This design comes from an exercise in tuning for a short achievable clock period and few clock cycles per item on the open sky130 flow, not from production work. Only simulation tests tie the RTL to the original design; equivalence was not proved. Power and IR drop assume default switching activity.

<file path="flow/flow/run.sh">
#!/bin/bash
export ADDER_MAP_FILE=
export SETUP_SLACK_MARGIN=7.0
export BUFFER_PORTS_ARGS="-buffer_cell sky130_fd_sc_hd__buf_4"
bash standard.sh > standard.log 2>&1
</file>
<file path="flow/standard.sh">
#!/bin/bash
# synth_recipe.tcl (not shown) runs the flow's synth.tcl, then flattens the netlist and writes it again
# the make line also repeats each setting of config.mk as NAME=value (left out here)
make -C /OpenROAD-flow-scripts/flow DESIGN_CONFIG=/design/flow/config.mk WORK_HOME=/design/flow/orfs CLKGATE_MAP_FILE= SYNTH_SCRIPT=/design/flow/synth_recipe.tcl "${@:-finish}"
</file>
<file path="flow/config.mk">
export PLATFORM = sky130hd
export DESIGN_NAME = zmips_top
export DESIGN_NICKNAME = zmips_top
export VERILOG_FILES = /design/flow/design.v
export SDC_FILE = /design/flow/constraint.sdc
export NUM_CORES = 4
export LEC_CHECK = 0
export CAP_MARGIN = 20
export CORE_MARGIN = 2
export CORE_UTILIZATION = 40
export SLEW_MARGIN = 20
</file>
<file path="flow/constraint.sdc">
create_clock -name core_clock -period 10.5 [get_ports {clk}]
set_input_delay 2.1000 -clock core_clock [delete_from_list [all_inputs] [get_ports {clk}]]
set_output_delay 2.1000 -clock core_clock [all_outputs]
set_load 0.01 [all_outputs]
</file>
<file path="flow/design.v">
`default_nettype none
package zmips_pkg;
    localparam int XLEN   = 32;    
    localparam int REG_AW = 5;     
    localparam int PCW    = 30;    
    localparam int BTB_AW = 3;     
    localparam int BTB_N  = 8;     
    localparam int BTB_TW = 8;     
    localparam int LP_W   = 4;     
    localparam logic [1:0] FMT_I = 2'b10;
    localparam logic [1:0] FMT_J = 2'b11;
endpackage
`default_nettype wire
`default_nettype none
import zmips_pkg::*;
module zmips_fetch
(
    input  logic            clk,
    input  logic            rst,
    input  logic            mis_d,          
    input  logic [PCW-1:0]  alt_d,
    input  logic            mis_e,          
    input  logic [PCW-1:0]  alt_e,
    input  logic            btb_wr,         
    input  logic [PCW-1:0]  btb_wr_pc,
    input  logic [PCW-1:0]  btb_wr_tgt,
    input  logic [XLEN-1:0] i_data,
    output logic [XLEN-1:0] i_addr,
    output logic [XLEN-1:0] id_instr,
    output logic            id_valid,
    output logic            id_pred,        
    output logic [PCW-1:0]  id_pc,          
    output logic [PCW-1:0]  id_btb_pc,      
    output logic            id_lp,          
    output logic [BTB_N-1:0] id_hit_oh,     
    input  logic            lp_upd,         
    input  logic            lp_fill_res,    
    input  logic            lp_taken,
    input  logic [BTB_N-1:0] lp_oh,
    output logic [PCW-1:0]  id_pc_inc,      
    input  logic            d_wr_next,      
    input  logic [REG_AW-1:0] d_dest,
    input  logic            ex_wr_reg,      
    input  logic [REG_AW-1:0] ex_dest,
    output logic [31:0]     id_sa_reg,      
    output logic [31:0]     id_sa_reg_n,    
    output logic            id_sa_w,        
    output logic            id_sa_e,        
    output logic            id_sa_imm,      
    output logic [31:0]     id_sb_reg,
    output logic [31:0]     id_sb_reg_n,
    output logic            id_sb_w,
    output logic            id_sb_e
);
    localparam int NB = BTB_N;
    logic [PCW-1:0]         pc, pc_inc, f_next, d_next, btb_tgt, hit_pc;
    logic [NB-1:0]          btb_v, hit, thit, lexit;
    logic [NB-1:0][LP_W-1:0] lp_cnt, lp_trip;
    logic [NB-1:0][PCW-1:0] btb_pc, btb_to;
    logic [BTB_AW-1:0]      btb_ptr;
    logic                   is_j, btb_hit;
    logic                   fill;
    logic [PCW-1:0]         fill_pc, fill_tgt;
    logic [PCW-1:0] pc_port_n;
    assign i_addr = {~pc_port_n, 2'b00};
    assign pc_inc = pc + 1'b1;
    always_comb
    begin
        btb_tgt = '0;
        hit_pc  = '0;
        for (int i = 0; i < NB; i++)
        begin
            lexit[i] = (lp_trip[i] != '0) & (lp_cnt[i] + 1'b1 == lp_trip[i]);
            thit[i]  = btb_v[i] & (btb_pc[i][BTB_TW-1:0] == pc[BTB_TW-1:0]);
            hit[i]   = thit[i] & ~lexit[i];
            btb_tgt  = btb_tgt | (btb_to[i] & {PCW{hit[i]}});
            hit_pc   = hit_pc | (btb_pc[i] & {PCW{thit[i]}});
        end
    end
    assign btb_hit = |hit;
    assign is_j = (i_data[31:30] == FMT_J);
    logic [31:0] sa_reg, sb_reg;
    logic        sa_w, sa_e, sb_w, sb_e;
    assign sa_e   = ~i_data[30] & d_wr_next & (d_dest == i_data[25:21]);
    assign sa_w   = ~i_data[30] & ~sa_e & ex_wr_reg & (ex_dest == i_data[25:21]);
    assign sa_reg = (i_data[30] | sa_e | sa_w) ? 32'd0 : 32'd1 << i_data[25:21];
    assign sb_e   = d_wr_next & (d_dest == i_data[20:16]);
    assign sb_w   = ~sb_e & ex_wr_reg & (ex_dest == i_data[20:16]);
    assign sb_reg = (sb_e | sb_w) ? 32'd0 : 32'd1 << i_data[20:16];
    always_comb
    begin
        if (is_j)
            f_next = i_data[29:0];
        else if (btb_hit)
            f_next = btb_tgt;
        else
            f_next = pc_inc;
    end
    assign d_next = mis_e ? alt_e : alt_d;
    always_ff @(posedge clk)
    begin
        if (rst)
        begin
            pc        <= '0;
            pc_port_n <= '1;
            id_valid  <= 1'b0;
        end
        else
        begin
            pc        <= (mis_e | mis_d) ? d_next : f_next;
            pc_port_n <= ~((mis_e | mis_d) ? d_next : f_next);
            id_valid  <= ~(mis_e | mis_d);
        end
    end
    always_ff @(posedge clk)
    begin
        id_instr  <= i_data;
        id_pred   <= btb_hit & ~is_j;
        id_pc     <= pc;
        id_btb_pc <= hit_pc;
        id_lp     <= |(thit & lexit) & ~is_j;
        id_hit_oh <= thit;
        id_pc_inc <= pc_inc;
        id_sa_reg   <= sa_reg;
        id_sa_reg_n <= ~sa_reg;
        id_sa_w     <= sa_w;
        id_sa_e     <= sa_e;
        id_sa_imm   <= i_data[30];
        id_sb_reg   <= sb_reg;
        id_sb_reg_n <= ~sb_reg;
        id_sb_w     <= sb_w;
        id_sb_e     <= sb_e;
    end
    always_ff @(posedge clk)
    begin
        if (rst)
        begin
            fill    <= 1'b0;
            btb_v   <= '0;
            btb_ptr <= '0;
        end
        else
        begin
            fill <= btb_wr;
            if (fill)
            begin
                for (int i = 0; i < NB; i++)
                    if (btb_ptr == i)
                        btb_v[i] <= 1'b1;
                    else if (btb_pc[i][BTB_TW-1:0] == fill_pc[BTB_TW-1:0])
                        btb_v[i] <= 1'b0;
                btb_ptr <= btb_ptr + 1'b1;
            end
        end
    end
    always_ff @(posedge clk)
    begin
        fill_pc  <= btb_wr_pc;
        fill_tgt <= btb_wr_tgt;
        for (int i = 0; i < NB; i++)
            if (fill && btb_ptr == i)
            begin
                btb_pc[i] <= fill_pc;
                btb_to[i] <= fill_tgt;
            end
    end
    always_ff @(posedge clk)
    begin
        if (rst)
        begin
            lp_cnt  <= '0;
            lp_trip <= '0;
        end
        else
        begin
            for (int i = 0; i < NB; i++)
                if (fill && btb_ptr == i)
                begin
                    lp_cnt[i]  <= LP_W'(lp_fill_res & lp_taken);
                    lp_trip[i] <= LP_W'(lp_fill_res & ~lp_taken);
                end
                else if (lp_upd && lp_oh[i])
                begin
                    if (lp_taken)
                    begin
                        if (lp_cnt[i] != '1)
                            lp_cnt[i] <= lp_cnt[i] + 1'b1;
                    end
                    else
                    begin
                        lp_trip[i] <= (lp_cnt[i] == '1) ? '0 : lp_cnt[i] + 1'b1;
                        lp_cnt[i]  <= '0;
                    end
                end
        end
    end
endmodule
`default_nettype wire
`default_nettype none
import zmips_pkg::*;
module zmips_control
(
    input  logic              clk,
    input  logic              rst,
    input  logic [XLEN-1:0]   id_instr,
    input  logic              id_valid,
    input  logic              id_pred,
    input  logic [PCW-1:0]    id_pc,
    input  logic [PCW-1:0]    id_btb_pc,
    input  logic              id_lp,
    input  logic [BTB_N-1:0]  id_hit_oh,
    input  logic [PCW-1:0]    id_pc_inc,
    input  logic              flag_z,
    input  logic              flag_c,
    input  logic              flag_n,
    input  logic              mis_e,          
    input  logic [31:0][XLEN-1:0] regs,
    input  logic [XLEN-1:0]   ex_y,
    input  logic [XLEN-1:0]   wb_data,
    input  logic [31:0]       id_sa_reg,
    input  logic [31:0]       id_sa_reg_n,
    input  logic              id_sa_w,
    input  logic              id_sa_e,
    input  logic              id_sa_imm,
    input  logic [31:0]       id_sb_reg,
    input  logic [31:0]       id_sb_reg_n,
    input  logic              id_sb_w,
    input  logic              id_sb_e,
    output logic              d_wr_next,
    output logic [REG_AW-1:0] d_dest,
    output logic              mis_d,
    output logic [PCW-1:0]    alt_d,
    output logic              lp_upd_d,
    output logic              lp_fill_res_d,  
    output logic              lp_taken_d,
    output logic [BTB_N-1:0]  lp_oh_d,
    output logic              btb_wr,
    output logic [PCW-1:0]    btb_wr_pc,
    output logic [PCW-1:0]    btb_wr_tgt,
    output logic [XLEN-1:0]   ex_a,
    output logic [XLEN-1:0]   ex_b,           
    output logic [XLEN-1:0]   ex_bx,          
    output logic              ex_op_pass,
    output logic              ex_op_and,
    output logic              ex_op_or,
    output logic              ex_op_xor,
    output logic              ex_op_arith,
    output logic              ex_op_sll,
    output logic              ex_op_srl,
    output logic              ex_op_sra,
    output logic [4:0]        ex_shamt,
    output logic              ex_cin_one,
    output logic [REG_AW-1:0] ex_dest,
    output logic              ex_wr_reg,
    output logic              ex_store,
    output logic              ex_wr_z,
    output logic              ex_wr_c,
    output logic              ex_wr_n,
    output logic              ex_br,          
    output logic [1:0]        ex_br_cc,
    output logic              ex_br_k,
    output logic              ex_br_always,   
    output logic [PCW-1:0]    ex_br_alt,
    output logic              ex_br_sense,
    output logic              ex_lp_trk,      
    output logic [BTB_N-1:0]  ex_lp_oh
);
    logic              valid, is_r, is_imm, is_b, is_cond;
    logic [3:0]        code;
    logic [1:0]        cc;
    logic              wr_f, fr, k, st, st_raw, use_reg, defer, bogus, full;
    logic              m_reg;
    logic [PCW-1:0]    br_tgt;
    logic              sub;
    logic [XLEN-1:0]   a_reg, b_reg, a_next, b_next;
    logic [REG_AW-1:0] dest;
    assign valid   = id_valid & ~mis_e;
    assign is_r    = valid & ~id_instr[31];
    assign is_imm  = id_instr[30];
    assign is_b    = valid & (id_instr[31:30] == FMT_I);
    assign cc      = id_instr[27:26];
    assign is_cond = is_b & (cc != 2'd3);
    assign code    = is_imm ? 4'b0000 : {id_instr[26], id_instr[5:3]};
    assign dest    = is_imm ? 5'd0 : id_instr[15:11];
    assign sub     = (code == 4'b0101);
    assign d_wr_next = is_r & id_instr[28];
    assign d_dest    = dest;
    always_comb
    begin
        case (cc)
            2'd0:    begin wr_f = ex_wr_z; fr = flag_z; end
            2'd1:    begin wr_f = ex_wr_c; fr = flag_c; end
            default: begin wr_f = ex_wr_n; fr = flag_n; end
        endcase
    end
    assign full     = (id_btb_pc == id_pc);
    assign bogus    = valid & id_pred & ~full;
    assign k        = ~(id_instr[29] ^ id_pred);
    assign st_raw   = (cc == 2'd3) | id_instr[25] | (cc == 2'd0 & ~id_instr[29]);
    assign st       = st_raw & ~(id_lp & full);
    assign use_reg  = ~wr_f;
    assign defer    = wr_f;
    assign m_reg    = (is_b & (cc == 2'd3) & ~id_pred) | (is_cond & use_reg & (fr ^ k))
                    | (is_cond & defer & st & ~id_pred);
    assign mis_d    = bogus | m_reg;
    assign br_tgt   = id_pc_inc + {{(PCW-26){id_instr[25]}}, id_instr[25:0]};
    assign alt_d    = id_pred ? id_pc_inc : br_tgt;
    assign btb_wr     = is_b & st & (~id_pred | bogus);
    always_ff @(posedge clk)
    begin
        if (rst)
        begin
            lp_upd_d      <= 1'b0;
            lp_fill_res_d <= 1'b0;
        end
        else
        begin
            lp_upd_d      <= is_cond & (id_pred | id_lp) & full & use_reg;
            lp_fill_res_d <= is_cond & use_reg;
        end
        lp_taken_d <= ~(fr ^ id_instr[29]);
        lp_oh_d    <= id_hit_oh;
    end
    assign btb_wr_pc  = id_pc;
    assign btb_wr_tgt = br_tgt;
    always_comb
    begin
        a_reg = '0;
        b_reg = '0;
        for (int i = 0; i < 32; i++)
        begin
            a_reg[15:0]  = a_reg[15:0]  | (regs[i][15:0]  & {16{id_sa_reg[i]}});
            a_reg[31:16] = a_reg[31:16] | (regs[i][31:16] & {16{~id_sa_reg_n[i]}});
            b_reg[15:0]  = b_reg[15:0]  | (regs[i][15:0]  & {16{id_sb_reg[i]}});
            b_reg[31:16] = b_reg[31:16] | (regs[i][31:16] & {16{~id_sb_reg_n[i]}});
        end
    end
    assign a_next = a_reg | (wb_data & {XLEN{id_sa_w}}) | (ex_y & {XLEN{id_sa_e}})
                  | ({{6{id_instr[25]}}, id_instr[25:0]} & {XLEN{id_sa_imm}});
    assign b_next = b_reg | (wb_data & {XLEN{id_sb_w}}) | (ex_y & {XLEN{id_sb_e}});
    always_ff @(posedge clk)
    begin
        ex_a      <= a_next;
        ex_b      <= b_next;
        ex_bx     <= b_next ^ {XLEN{sub}};
        ex_shamt  <= id_instr[10:6];
        ex_dest   <= dest;
        ex_op_and <= (code == 4'b0001);
        ex_op_or  <= (code == 4'b0010);
        ex_op_xor <= (code == 4'b0011);
        ex_op_arith <= (code == 4'b0100) | sub;
        ex_op_sll <= (code == 4'b1000);
        ex_op_srl <= (code == 4'b1010);
        ex_op_sra <= (code == 4'b1011);
        ex_op_pass <= ~((code[3:2] == 2'b00 & code[1:0] != 2'b00) | code == 4'b0100
                        | code == 4'b0101 | code == 4'b1000 | code == 4'b1010
                        | code == 4'b1011);
        ex_cin_one <= sub & ~id_instr[28];
        ex_br_cc  <= cc;
        ex_br_k      <= ~(id_instr[29] ^ (st & ~bogus));
        ex_br_always <= bogus & (cc == 2'd3);
        ex_br_alt    <= (st & ~bogus) ? id_pc_inc : br_tgt;
        ex_br_sense  <= id_instr[29];
        ex_lp_trk    <= (id_pred | id_lp) & full & ~bogus;
        ex_lp_oh     <= id_hit_oh;
    end
    always_ff @(posedge clk)
    begin
        if (rst)
        begin
            ex_wr_reg <= 1'b0;
            ex_store  <= 1'b0;
            ex_wr_z   <= 1'b0;
            ex_wr_c   <= 1'b0;
            ex_wr_n   <= 1'b0;
            ex_br     <= 1'b0;
        end
        else
        begin
            ex_wr_reg <= is_r & id_instr[28];
            ex_store  <= is_r & id_instr[29] & ~id_instr[28];
            ex_wr_z   <= is_r & id_instr[0];
            ex_wr_c   <= is_r & id_instr[1];
            ex_wr_n   <= is_r & id_instr[2];
            ex_br     <= (is_cond & defer) | (is_b & bogus);
        end
    end
endmodule
`default_nettype wire
`default_nettype none
import zmips_pkg::*;
module zmips_regfile
(
    input  logic                  clk,
    input  logic [REG_AW-1:0]     wr_addr,
    input  logic [XLEN-1:0]       wr_data,
    input  logic                  wr,
    output logic [31:0][XLEN-1:0] regs       
);
    always_ff @(posedge clk)
    begin
        for (int i = 0; i < 32; i++)
            if (wr && wr_addr == 5'(i))
                regs[i] <= wr_data;
    end
endmodule
`default_nettype wire
`default_nettype none
import zmips_pkg::*;
module zmips_alu
(
    input  logic [XLEN-1:0] a,
    input  logic [XLEN-1:0] bx,         
    input  logic            op_pass,    
    input  logic            op_and,
    input  logic            op_or,
    input  logic            op_xor,
    input  logic            op_arith,   
    input  logic            op_sll,
    input  logic            op_srl,
    input  logic            op_sra,
    input  logic [4:0]      shamt,
    input  logic            cin,
    output logic [XLEN-1:0] y,
    output logic            zero,
    output logic            zsum,       
    output logic            cout,
    output logic            neg
);
    logic [XLEN-1:0] y_and, y_or, y_xor, y_sll, y_sr;
    logic [XLEN:0]   sum;
    logic [XLEN-1:0] m_sll, m_sr;
    logic            z_and, z_or, z_xor, z_a, z_sll, z_sr;
    assign sum   = {1'b0, a} + {1'b0, bx} + {{XLEN{1'b0}}, cin};
    assign y_and = a & bx;
    assign y_or  = a | bx;
    assign y_xor = a ^ bx;
    assign y_sll = a << shamt;
    assign y_sr  = $signed({op_sra & a[XLEN-1], a}) >>> shamt;
    assign y = ({XLEN{op_pass}} & a) | ({XLEN{op_and}} & y_and) | ({XLEN{op_or}} & y_or)
             | ({XLEN{op_xor}} & y_xor) | ({XLEN{op_arith}} & sum[XLEN-1:0])
             | ({XLEN{op_sll}} & y_sll) | ({XLEN{op_srl | op_sra}} & y_sr);
    assign zsum  = &((a ^ bx) ~^ {a[XLEN-2:0] | bx[XLEN-2:0], cin});
    assign z_and = ~|y_and;
    assign z_or  = ~|y_or;
    assign z_xor = ~|y_xor;
    assign z_a   = ~|a;
    assign m_sll = {XLEN{1'b1}} >> shamt;
    assign m_sr  = {XLEN{1'b1}} << shamt;
    assign z_sll = ~|(a & m_sll);
    assign z_sr  = ~|(a & m_sr);
    assign zero = (op_pass & z_a) | (op_and & z_and) | (op_or & z_or) | (op_xor & z_xor)
                | (op_arith & zsum) | (op_sll & z_sll) | ((op_srl | op_sra) & z_sr);
    assign cout = op_arith & sum[XLEN];
    assign neg  = (op_pass & a[XLEN-1]) | (op_and & y_and[XLEN-1]) | (op_or & y_or[XLEN-1])
                | (op_xor & y_xor[XLEN-1]) | (op_arith & sum[XLEN-1])
                | (op_sll & y_sll[XLEN-1]) | (op_srl & (shamt == 5'd0) & a[XLEN-1])
                | (op_sra & a[XLEN-1]);
endmodule
`default_nettype wire
`default_nettype none
import zmips_pkg::*;
module zmips_execute
(
    input  logic              clk,
    input  logic              rst,
    input  logic [XLEN-1:0]   ex_a,
    input  logic [XLEN-1:0]   ex_b,
    input  logic [XLEN-1:0]   ex_bx,
    input  logic              ex_op_pass,
    input  logic              ex_op_and,
    input  logic              ex_op_or,
    input  logic              ex_op_xor,
    input  logic              ex_op_arith,
    input  logic              ex_op_sll,
    input  logic              ex_op_srl,
    input  logic              ex_op_sra,
    input  logic [4:0]        ex_shamt,
    input  logic              ex_cin_one,
    input  logic [REG_AW-1:0] ex_dest,
    input  logic              ex_wr_reg,
    input  logic              ex_store,
    input  logic              ex_wr_z,
    input  logic              ex_wr_c,
    input  logic              ex_wr_n,
    input  logic              ex_br,
    input  logic [1:0]        ex_br_cc,
    input  logic              ex_br_k,
    input  logic              ex_br_always,
    input  logic [PCW-1:0]    ex_br_alt,
    input  logic              ex_br_sense,
    input  logic              ex_lp_trk,
    input  logic [BTB_N-1:0]  ex_lp_oh,
    input  logic              lp_upd_d,
    input  logic              lp_fill_res_d,
    input  logic              lp_taken_d,
    input  logic [BTB_N-1:0]  lp_oh_d,
    output logic              lp_upd,
    output logic              lp_fill_res,
    output logic              lp_taken,
    output logic [BTB_N-1:0]  lp_oh,
    output logic [XLEN-1:0]   ex_y,
    output logic              flag_z,
    output logic              flag_c,
    output logic              flag_n,
    output logic              mis_e,
    output logic [PCW-1:0]    alt_e,
    output logic [XLEN-1:0]   wb_data,
    output logic [REG_AW-1:0] wb_addr,
    output logic              wb_wr,
    output logic [XLEN-1:0]   d_addr,
    output logic [XLEN-1:0]   d_wdata,
    output logic              d_wr
);
    logic ex_z, ex_c, ex_n, ex_zsum, fsel;
    zmips_alu u_alu (
        .a        (ex_a),
        .bx       (ex_bx),
        .op_pass  (ex_op_pass),
        .op_and   (ex_op_and),
        .op_or    (ex_op_or),
        .op_xor   (ex_op_xor),
        .op_arith (ex_op_arith),
        .op_sll   (ex_op_sll),
        .op_srl   (ex_op_srl),
        .op_sra   (ex_op_sra),
        .shamt    (ex_shamt),
        .cin      (ex_cin_one | flag_c),
        .y        (ex_y),
        .zero     (ex_z),
        .zsum     (ex_zsum),
        .cout     (ex_c),
        .neg      (ex_n)
    );
    always_comb
    begin
        case (ex_br_cc)
            2'd0:    fsel = flag_z;
            2'd1:    fsel = flag_c;
            default: fsel = flag_n;
        endcase
    end
    assign mis_e = ex_br & (ex_br_always | (fsel ^ ex_br_k));
    assign alt_e = ex_br_alt;
    assign lp_upd      = lp_upd_d | (ex_br & ex_lp_trk);
    assign lp_fill_res = lp_fill_res_d | ex_br;
    assign lp_taken    = lp_upd_d | lp_fill_res_d ? lp_taken_d
                                                  : (ex_br_always | ~(fsel ^ ex_br_sense));
    assign lp_oh       = lp_upd_d ? lp_oh_d : ex_lp_oh;
    always_ff @(posedge clk)
    begin
        if (rst)
        begin
            flag_z <= 1'b0;
            flag_c <= 1'b0;
            flag_n <= 1'b0;
        end
        else
        begin
            if (ex_wr_z) flag_z <= ex_z;
            if (ex_wr_c) flag_c <= ex_c;
            if (ex_wr_n) flag_n <= ex_n;
        end
    end
    always_ff @(posedge clk)
    begin
        if (rst)
            d_wr <= 1'b0;
        else
            d_wr <= ex_store;
    end
    always_ff @(posedge clk)
    begin
        d_addr  <= ex_y & {XLEN{ex_store}};
        d_wdata <= ex_b & {XLEN{ex_store}};
    end
    always_ff @(posedge clk)
    begin
        if (rst)
            wb_wr <= 1'b0;
        else
            wb_wr <= ex_wr_reg;
    end
    always_ff @(posedge clk)
    begin
        wb_data <= ex_y;
        wb_addr <= ex_dest;
    end
endmodule
`default_nettype wire
`default_nettype none
import zmips_pkg::*;
module zmips_top
(
    input  logic            clk,
    input  logic            rst,
    input  logic [XLEN-1:0] i_data,
    output logic [XLEN-1:0] i_addr,
    output logic [XLEN-1:0] d_addr,
    output logic [XLEN-1:0] d_wdata,
    output logic            d_wr
);
    logic [XLEN-1:0]   id_instr;
    logic              id_valid, id_pred;
    logic [PCW-1:0]    id_pc, id_btb_pc, id_pc_inc, alt_d, alt_e;
    logic              btb_wr;
    logic              id_lp, lp_upd, lp_fill_res, lp_taken;
    logic [BTB_N-1:0]  id_hit_oh, lp_oh;
    logic              lp_upd_d, lp_fill_res_d, lp_taken_d;
    logic [BTB_N-1:0]  lp_oh_d, ex_lp_oh;
    logic              ex_br_sense, ex_lp_trk;
    logic [PCW-1:0]    btb_wr_pc, btb_wr_tgt;
    logic              mis_d, mis_e;
    logic [31:0][XLEN-1:0] regs;
    logic [31:0]       id_sa_reg, id_sa_reg_n, id_sb_reg, id_sb_reg_n;
    logic              id_sa_w, id_sa_e, id_sa_imm, id_sb_w, id_sb_e;
    logic              d_wr_next;
    logic [REG_AW-1:0] d_dest;
    logic [XLEN-1:0]   ex_a, ex_b, ex_bx, ex_y;
    logic              ex_op_pass, ex_op_and, ex_op_or, ex_op_xor, ex_op_arith;
    logic              ex_op_sll, ex_op_srl, ex_op_sra;
    logic [4:0]        ex_shamt;
    logic              ex_cin_one;
    logic [REG_AW-1:0] ex_dest;
    logic              ex_wr_reg, ex_store, ex_wr_z, ex_wr_c, ex_wr_n;
    logic              ex_br, ex_br_k, ex_br_always;
    logic [1:0]        ex_br_cc;
    logic [PCW-1:0]    ex_br_alt;
    logic              flag_z, flag_c, flag_n;
    logic [XLEN-1:0]   wb_data;
    logic [REG_AW-1:0] wb_addr;
    logic              wb_wr;
    zmips_fetch u_fetch (
        .clk, .rst, .mis_d, .alt_d, .mis_e, .alt_e,
        .btb_wr, .btb_wr_pc, .btb_wr_tgt, .i_data, .i_addr,
        .id_instr, .id_valid, .id_pred, .id_pc, .id_btb_pc, .id_pc_inc,
        .d_wr_next, .d_dest, .ex_wr_reg, .ex_dest,
        .id_sa_reg, .id_sa_reg_n, .id_sa_w, .id_sa_e, .id_sa_imm,
        .id_sb_reg, .id_sb_reg_n, .id_sb_w, .id_sb_e,
        .id_lp, .id_hit_oh, .lp_upd, .lp_fill_res, .lp_taken, .lp_oh
    );
    zmips_control u_control (
        .clk, .rst, .id_instr, .id_valid, .id_pred, .id_pc, .id_btb_pc, .id_pc_inc,
        .id_lp, .id_hit_oh, .lp_upd_d, .lp_fill_res_d, .lp_taken_d, .lp_oh_d,
        .flag_z, .flag_c, .flag_n, .mis_e,
        .regs, .ex_y, .wb_data,
        .id_sa_reg, .id_sa_reg_n, .id_sa_w, .id_sa_e, .id_sa_imm,
        .id_sb_reg, .id_sb_reg_n, .id_sb_w, .id_sb_e, .d_wr_next, .d_dest,
        .mis_d, .alt_d, .btb_wr, .btb_wr_pc, .btb_wr_tgt,
        .ex_a, .ex_b, .ex_bx, .ex_op_pass, .ex_op_and, .ex_op_or, .ex_op_xor,
        .ex_op_arith, .ex_op_sll, .ex_op_srl, .ex_op_sra,
        .ex_shamt, .ex_cin_one, .ex_dest, .ex_wr_reg, .ex_store,
        .ex_wr_z, .ex_wr_c, .ex_wr_n, .ex_br, .ex_br_cc, .ex_br_k, .ex_br_always, .ex_br_alt,
        .ex_br_sense, .ex_lp_trk, .ex_lp_oh
    );
    zmips_regfile u_regfile (
        .clk,
        .wr_addr (wb_addr),
        .wr_data (wb_data),
        .wr      (wb_wr),
        .regs
    );
    zmips_execute u_execute (
        .clk, .rst, .ex_a, .ex_b, .ex_bx,
        .ex_op_pass, .ex_op_and, .ex_op_or, .ex_op_xor, .ex_op_arith,
        .ex_op_sll, .ex_op_srl, .ex_op_sra, .ex_shamt, .ex_cin_one,
        .ex_dest, .ex_wr_reg, .ex_store, .ex_wr_z, .ex_wr_c, .ex_wr_n,
        .ex_br, .ex_br_cc, .ex_br_k, .ex_br_always, .ex_br_alt,
        .ex_br_sense, .ex_lp_trk, .ex_lp_oh,
        .lp_upd_d, .lp_fill_res_d, .lp_taken_d, .lp_oh_d,
        .lp_upd, .lp_fill_res, .lp_taken, .lp_oh,
        .ex_y, .flag_z, .flag_c, .flag_n, .mis_e, .alt_e,
        .wb_data, .wb_addr, .wb_wr, .d_addr, .d_wdata, .d_wr
    );
endmodule
`default_nettype wire
</file>
==> run notes <==
layout make-up:
type                       instances  area [um^2]  share of cell area, %
timing repair buffer             436         3820                   3.49
sequential                      2239        60200                   55.0
multi-input combinational       4478        32600                   29.8
antenna                           25         62.6                 0.0572
inverter                         261         1010                  0.926
tap                             3150         3940                   3.60
clock buffer                     314         6390                   5.85
clock inverter                   103         1340                   1.23
critical path, cell delays in order, from the launching register on:
cell and delay [ns]:
dfxtp_1 0.32, buf_4 0.26, o22ai_1 0.18, a31oi_2 0.41, o2111ai_4 0.21, buf_4 0.18, a221oi_2 0.25, nor2_1 0.12
maj3_1 0.39, xnor2_1 0.16, o21ai_0 0.12, buf_4 0.23, a211o_2 0.46, xnor2_1 0.16
routing by layer:
layer | track usage [%] | up-vias | routed length [um]
li1 | - | 29700 | -
met1 | 43.4 | 37600 | 154000
met2 | 51.3 | 7032 | 184000
met3 | 14.0 | 1847 | 65100
met4 | 20.9 | 30 | 32600
met5 | 0.463 | - | 487
stage by stage:
step	total power [mW]	hold slack, ns	setup WS, ns	util (%)	instance area [um^2]
finish	21.0	0.327	6.88	46.5	109000
global route	21.5	0.334	6.85	46.5	109000
CTS	20.9	0.328	6.83	46.2	108000
detailed placement	12.6	0.313	5.99	42.4	99700
global placement	12.6	0.317	5.28	42.4	99600
floorplan	11.6	0.310	6.69	-	94500
path summary, 6_finish.rpt:
| path | startpoint | end | slack (ns) | cells past startpoint |
|---|---|---|---|---|
| setup / recovery | u_control.ex_a[0] | u_control.ex_bx[14] | 6.88 | 13 |
| hold / removal | u_fetch.id_hit_oh[4] | u_control.lp_oh_d[4] | 0.33 | 0 |
| setup reg to reg | u_control.ex_a[0] | u_control.ex_bx[14] | 6.88 | 13 |
| hold reg to reg | u_fetch.id_hit_oh[4] | u_control.lp_oh_d[4] | 0.33 | 0 |
cell families (layout without fill, tap and decap cells):
logic type	count (synthesis)	in the layout
flip-flops	2239	2239
AND/OR/NAND/NOR	1736	1736
buffers and inverters	823	1114
other	1	27
AO/OA/AOI/OAI	2119	2119
adder cells (fa/ha/maj)	26	26
multiplexers	173	173
XOR/XNOR	422	422
power by group through the flow:
stage	clock [mW]	sequential, mW	combinational (mW)
3_5_place_dp	0	10.6	1.99
5_1_grt	8.67	10.5	2.31
4_1_cts	8.36	10.4	2.07
6_report	8.33	10.5	2.24
2_1_floorplan	0	10.4	1.23
3_3_place_gp	0	10.6	1.98
timing repair:
action	CTS	global route
hold buffers	0	0
resized for setup	276	133
pin swaps	8	20
cloned	2	2
setup buffers	15	23
endpoints found under the setup margin	265	159
cell usage in the layout (no fill, tap or decap), types with 31 or more instances in the layout:
cell type | Yosys | layout
buf_4 | 4 | 348
o21ai_0 | 124 | 117
clkbuf_1 | 431 | 53
nor2b_1 | 53 | 53
a211oi_1 | 40 | 37
nor3_1 | 150 | 134
o22ai_1 | 98 | 98
a222oi_1 | 37 | 37
nor4_1 | 72 | 64
xnor2_1 | 289 | 274
nand3_1 | 172 | 164
mux2i_1 | 88 | 84
inv_1 | 254 | 219
nor2_1 | 449 | 394
o22a_1 | 40 | 40
o211ai_1 | 33 | 33
xor2_1 | 131 | 124
a21oi_1 | 230 | 220
a31oi_1 | 54 | 52
a22oi_1 | 530 | 530
nor2_4 | 0 | 42
dfxtp_2 | 0 | 104
dfxtp_1 | 735 | 589
clkinv_2 | 0 | 44
nand4_1 | 207 | 207
mux4_2 | 55 | 55
and3_1 | 36 | 35
buf_6 | 1 | 61
and2_1 | 87 | 86
nand2b_1 | 47 | 43
a22o_1 | 342 | 342
or3_1 | 35 | 33
edfxtp_1 | 1504 | 1504
clkbuf_16 | 0 | 233
dfxtp_4 | 0 | 42
clkbuf_8 | 0 | 31
a221oi_1 | 316 | 311
nand2_1 | 332 | 329
==> results.yml <==
final_layout:
  stdcell_count: 11000
  largest_registers: "u_regfile.regs x1024, u_fetch.btb_pc x240, u_fetch.btb_to x240"
  drive_above_1_share_pct: 16.5
  regMostFlops: "u_regfile.regs"
  fillers: 20900
  area_delta_synth_final_pct: 15.9
  fin_nets: 7672
  largest_register_ffs: 1024
power_and_ir_drop:
  power_switching_mw: 5.66
  internal-power_mw: 15.4
  comb_power_share_pct: 10.7
  clock_power_share_pct: 39.6
  power_frac_seq_pct: 49.8
  powerDensity_nw_per_um2: 192
  peakVddDrop_uv: 170
  swShare_pct: 26.9
  leakagePower_nw: 37.5
drt:
  drt_iter0_markers: 14400
  wl_per_cell_um: 39.6
  drt-total-wl_um: 436000
  num_vias: 76200
  ant_nets: 0
  firstDrtPassIters: 10
  vias_per_cell: 6.92
  drt_drc_violations_left: 0
floorplan:
  start_util_pct: 40.2
  chipWidth_um: 490
  io_pins: 131
  dieArea_um2: 240000
  rows: 178
  die_height_um: 490
  coreArea_um2: 235000
setup_path:
  cp-end-kind: "flop"
  cp.required_ns: 11.23
  cp_max_fo: 13
  start_kind: "flop"
  critPathKind: "flop to flop"
  crit_arrival_ns: 4.35
synthesis:
  syn-cell-area_um2: 94400
  yosysWarnings: 4
  yosys.area.top_type_share_pct: 47.9
  synth_xor_area_share_pct: 3.93
  synth_area_leader_cell: "edfxtp_1"
  synth-seq-cells: 2239
  avgSynthCellArea_um2: 12.5
  synth_cells: 7539
  synthMuxAreaShare_pct: 2.60
  ys_types: 104
  post-synth-top-count-cell: "edfxtp_1"
  synth-edff-count: 1504
  synth-adder-area-share_pct: 0.278
  ys_seq_area_share_pct: 63.4
  synth_top_family_by_area: "compound AO/OA/AOI/OAI gates"
  yosys.area_share.simple_pct: 9.19
  synth_common_cells: "edfxtp_1 (1504), dfxtp_1 (735), a22oi_1 (530)"
  ys.flop_type: "edfxtp_1"
  async_flop_share_pct: 0
  synth_compound_area_share_pct: 17.2
  netlist_top_cells_area: "edfxtp_1 (48%), dfxtp_1 (16%), a22oi_1 (4.2%)"
cts:
  clk_pin_slew_ns: 0.06
  htreeDepth: 4
  insertion_delay_ns: 0.94
  clockBufferDepth: 3
  root_buffer: "clkbuf_16"
  cts_buffers: 222
  cts_tree: "done"
  clkSinkCount: 2239
timing:
  report.final.slew_viol_count: 0
  fin_worst_skew_ns: 0.119
  fmaxAchievable_ghz: 0.276
  worst-slew-pin-transition_ns: 1.27
  period_minus_slack_ns: 3.62
  max_slew_margin_pct: 14.3
  hold_viol_final: 0
  fin_crit_sh_pct: 34.5
  rsz0062_at_grt: "yes"
  finalSetupViolations: 0
  totalNegativeSetupSlack_ns: 0
worst_hold_path:
  min_path_type: "flop to flop"
grt:
  antenna_found_initial: 41
  grt_pass1_vias: 70500
  grt_pass1_wl_um: 584000
  gr-usage-all-layers_pct: 35.0
  grt_max_degree: 80
  gr-total-overflow: 0
run_status:
  status: "no timing/DRC/antenna violations"
placed_design:
  dp_hpwl_um: 263000
  place.gp.congestion: 1.02
  port_buffers: 128
  numPlacedInstances: 10500
run:
  maxCapViolCount: 0
Testbench counts, summed over its fixed seeds: cycles 41,312, instrs 37,437.

afterwards: timing with drivers on the ports:
How much do the figures lean on ideal ports? The routed layout below was timed once more, with nothing changed but the port constraints. Step 1: set_driving_cell puts a clkbuf_16 on clk and a buf_2 on each other input, an assumption about the parent block. Step 2 adds t to the input delays and takes it off the output delays; t is the mean of the earliest and latest rising clock arrival at the registers after step 1. Input paths then give back, and output paths get back, about the clock's delay inside the block. Slacks: no drivers / after step 1 / after step 2; pairs: no drivers / after step 1.
t, ns: 0.986
setup WS [ns]: 6.880 / 6.831 / 6.155
worst hold slack (ns): 0.327 / 0.327 / 0.327
worst setup path after step 2: input to register
clock arrival spread, ns: 0.122 / 0.123
After both steps setup and hold are still met in this run. The setup slack of this run moves by -0.049 ns with the drivers and by -0.725 ns with both steps.
